This is an optimization exercise on Yosys and OpenROAD, whose aim is small area, not a production implementation. RTL that was checked went through simulation tests only; none was proved equivalent to the original. No activity file was given, so power comes from the tool's default toggle rates.

run 1:
==> module cpu_control, before the edit <==
module cpu_control (
    input  logic       clk,
    input  logic       rst,
    input  logic [3:0] op,           
    input  logic       ready,
    input  logic       t,            
    output logic [3:0] ph,
    output logic       init,
    output logic       fetch,
    output logic       rot1,
    output logic       rot2,
    output logic       mem,
    output logic       in_pc,
    output logic       halted
);
    localparam logic [2:0] S_INIT  = 3'd0;   
    localparam logic [2:0] S_FETCH = 3'd1;
    localparam logic [2:0] S_WAIT  = 3'd2;   
    localparam logic [2:0] S_ROT1  = 3'd3;   
    localparam logic [2:0] S_ROT2  = 3'd4;   
    localparam logic [2:0] S_MEM   = 3'd5;   
    localparam logic [2:0] S_PC    = 3'd6;   
    localparam logic [2:0] S_HALT  = 3'd7;
    logic [2:0] st;
    logic       ph15;
    assign ph15   = (ph == 4'd15);
    assign init   = (st == S_INIT);
    assign fetch  = (st == S_FETCH);
    assign rot1   = (st == S_ROT1);
    assign rot2   = (st == S_ROT2);
    assign mem    = (st == S_MEM);
    assign in_pc  = (st == S_PC);
    assign halted = (st == S_HALT);
    always_ff @(posedge clk or negedge rst) begin
        if (!rst) begin
            st <= S_INIT;
            ph <= 4'd0;
        end else begin
            ph <= ph + 4'd1;
            case (st)
                S_INIT:  if (ph15) st <= S_FETCH;
                S_FETCH: if (ready) st <= (op == cpu_pkg::OP_HALT) ? S_HALT : S_WAIT;
                S_WAIT:  if (ph15) st <= S_ROT1;
                S_ROT1:  if (ph15) st <= ((op == cpu_pkg::OP_SW || op == cpu_pkg::OP_LW) && !t)
                                         ? S_MEM : S_ROT2;
                S_ROT2:  if (ph15) st <= S_PC;
                S_MEM:   if (ready) st <= t ? S_WAIT : S_ROT2;
                S_PC:    if (ph15) st <= S_FETCH;
                default: st <= S_HALT;
            endcase
        end
    end
endmodule
export LEC_CHECK = 0
export CAP_MARGIN = 20
export CORE_MARGIN = 2
export CORE_UTILIZATION = 40
export SLEW_MARGIN = 20
export SYNTH_HIERARCHICAL = 0
create_clock -name core_clock -period 10.0 [get_ports {clk}]
standard.sh (not shown) runs the stock make flow with config.mk's settings and CLKGATE_MAP_FILE= SYNTH_SCRIPT=/design/flow/synth_recipe.tcl, a recipe that flattens the netlist after the stock synthesis.
==> flow/flow/run.sh <==
#!/bin/bash
# The standard flow's layout with four changes:
#  - synthesis is the standard synthesis script, except that ABC maps each
#    module's logic with an area-oriented script (flow/abc_*.script, chosen
#    per module below); registers, their names and cells are as in the
#    standard synthesis;
#  - the smallest buffer on every input and output port;
#  - a clock tree without dummy loads;
#  - after floorplanning, every combinational cell swapped to the smallest
#    cell of its function (the later repair steps upsize where needed).
# Each step logs to its own file in this folder.
set -euo pipefail
export BUFFER_PORTS_ARGS="-buffer_cell sky130_fd_sc_hd__buf_1"
export CTS_ARGS="-sink_clustering_enable -repair_clock_nets -dont_use_dummy_load -buf_list sky130_fd_sc_hd__clkbuf_4 -sink_clustering_size 12 -sink_clustering_max_diameter 40"
HERE=$PWD
# ABC script per module: flow/abc_<letter>.script
PLAN="cpu_top c"
{
  cat <<TCL
proc abc {args} {
  set i [lsearch \$args -script]
  foreach {mod scr} {$PLAN} {
    set a \$args
    lset a [expr {\$i + 1}] $HERE/flow/abc_\$scr.script
    yosys abc {*}\$a \$mod
  }
}
TCL
  cat synth_recipe.tcl
} > own_synth.tcl
sed "s|SYNTH_SCRIPT=[^ ]*|SYNTH_SCRIPT=$HERE/own_synth.tcl|" standard.sh > own_standard.sh
bash own_standard.sh synth > synth.log 2>&1
bash own_standard.sh floorplan > floorplan.log 2>&1
RES=orfs/results/$FLOW_PLATFORM/cpu_top/base
LIB_FILE=$FLOW_HOME/platforms/$FLOW_PLATFORM/lib/sky130_fd_sc_hd__tt_025C_1v80.lib \
ODB_IN=$RES/2_floorplan.odb ODB_OUT=$RES/2_floorplan.odb \
  openroad -no_init -exit flow/downsize.tcl > downsize.log 2>&1
bash own_standard.sh finish > finish.log 2>&1
Other scripts of this flow, unchanged in this note and not shown: flow/flow/abc_a.script, flow/flow/abc_b.script, flow/flow/abc_c.script, flow/flow/downsize.tcl
Run 1 has completed all stages; timing, DRC and antenna checks passed.
Input-level comparison between run 2 and run 1:
-- flow/design.v --
<<< run 1, line 38
    localparam logic [2:0] S_INIT  = 3'd0;   
    localparam logic [2:0] S_FETCH = 3'd1;
    localparam logic [2:0] S_WAIT  = 3'd2;   
    localparam logic [2:0] S_ROT1  = 3'd3;   
    localparam logic [2:0] S_ROT2  = 3'd4;   
    localparam logic [2:0] S_MEM   = 3'd5;   
    localparam logic [2:0] S_PC    = 3'd6;   
    localparam logic [2:0] S_HALT  = 3'd7;
    logic [2:0] st;
    logic       ph15;
>>> run 2, line 38
    localparam logic [2:0] S_INIT  = 3'd0;   
    localparam logic [2:0] S_FETCH = 3'd1;
    localparam logic [2:0] S_WAIT  = 3'd4;   
    localparam logic [2:0] S_ROT1  = 3'd5;   
    localparam logic [2:0] S_ROT2  = 3'd6;   
    localparam logic [2:0] S_MEM   = 3'd2;   
    localparam logic [2:0] S_PC    = 3'd7;   
    localparam logic [2:0] S_HALT  = 3'd3;
    logic [2:0] st;
    logic       ph15;
## What came out
Run 2 gives less net total in the final layout than run 1 did.
Worst slack on hold paths, run 1 and run 2: higher on run 2
Total wirelength of the detailed-routed design: run 2 < run 1
Between run 1 and run 2, the flow reports routed length on met2 decreasing by a few percent.
Global-route usage down 0.86 points in run 2 wrt run 1
Diff run 1..run 2 | initial antenna violation count | unchanged
Number of search-and-repair iterations in the first detailed-routing pass: run 1 and run 2 compared, lower one is run 1
The final area was comparable across run 1 and run 2.
Of run 1 and run 2, the run reporting the higher non-clock buffer count was run 2.
Delta(share of final-layout standard cells stronger than drive strength 1, run 2 - run 1) > 0
Of the two candidates, run 1 has the better clock network power and run 2 the worse one.
Compared to run 1, run 2 has total internal power 0.58 mW higher.
Run 2 against run 1: portion of the post-synthesis area used by sequential elements increased by 0.18 points relative to the old numbers; post-synth net total -11.
No functional check of the RTL was part of run 2.

## afterwards: timing with drivers on the ports
The flow's constraints put no driver on any port. The routed layouts listed below were extracted and timed again, unchanged, in two steps.
Step 1 (the two cells are an assumption about what drives the block):
set clk [get_ports {clk}]
set_driving_cell -lib_cell sky130_fd_sc_hd__clkbuf_16 $clk
set_driving_cell -lib_cell sky130_fd_sc_hd__buf_2 [delete_from_list [all_inputs] $clk]
Step 2 adds t to the input delays and takes it off the output delays; t is the mean of the earliest and latest rising clock arrival at the registers after step 1. Input paths then give back, and output paths get back, about the clock's delay inside the block.
a / b / c = no drivers / after step 1 / after step 2; a / b = the first two.
| run | shift t [ns] | setup slack, ns | hold slack, ns | clock arrival spread, ns | worst slew at a driven data input, ns |
|---|---|---|---|---|---|
| run 1 | 0.696 | 3.476 / 3.474 / 2.778 | 0.280 / 0.280 / 0.280 | 0.072 / 0.072 | 0.05 |
| run 2 | 0.627 | 3.433 / 3.412 / 2.785 | 0.287 / 0.287 / 0.287 | 0.094 / 0.095 | 0.05 |
After both steps setup and hold are still met in every run listed. For run 1, which loses most, drivers alone change the setup slack by -0.002 ns; drivers and shift together by -0.698 ns.
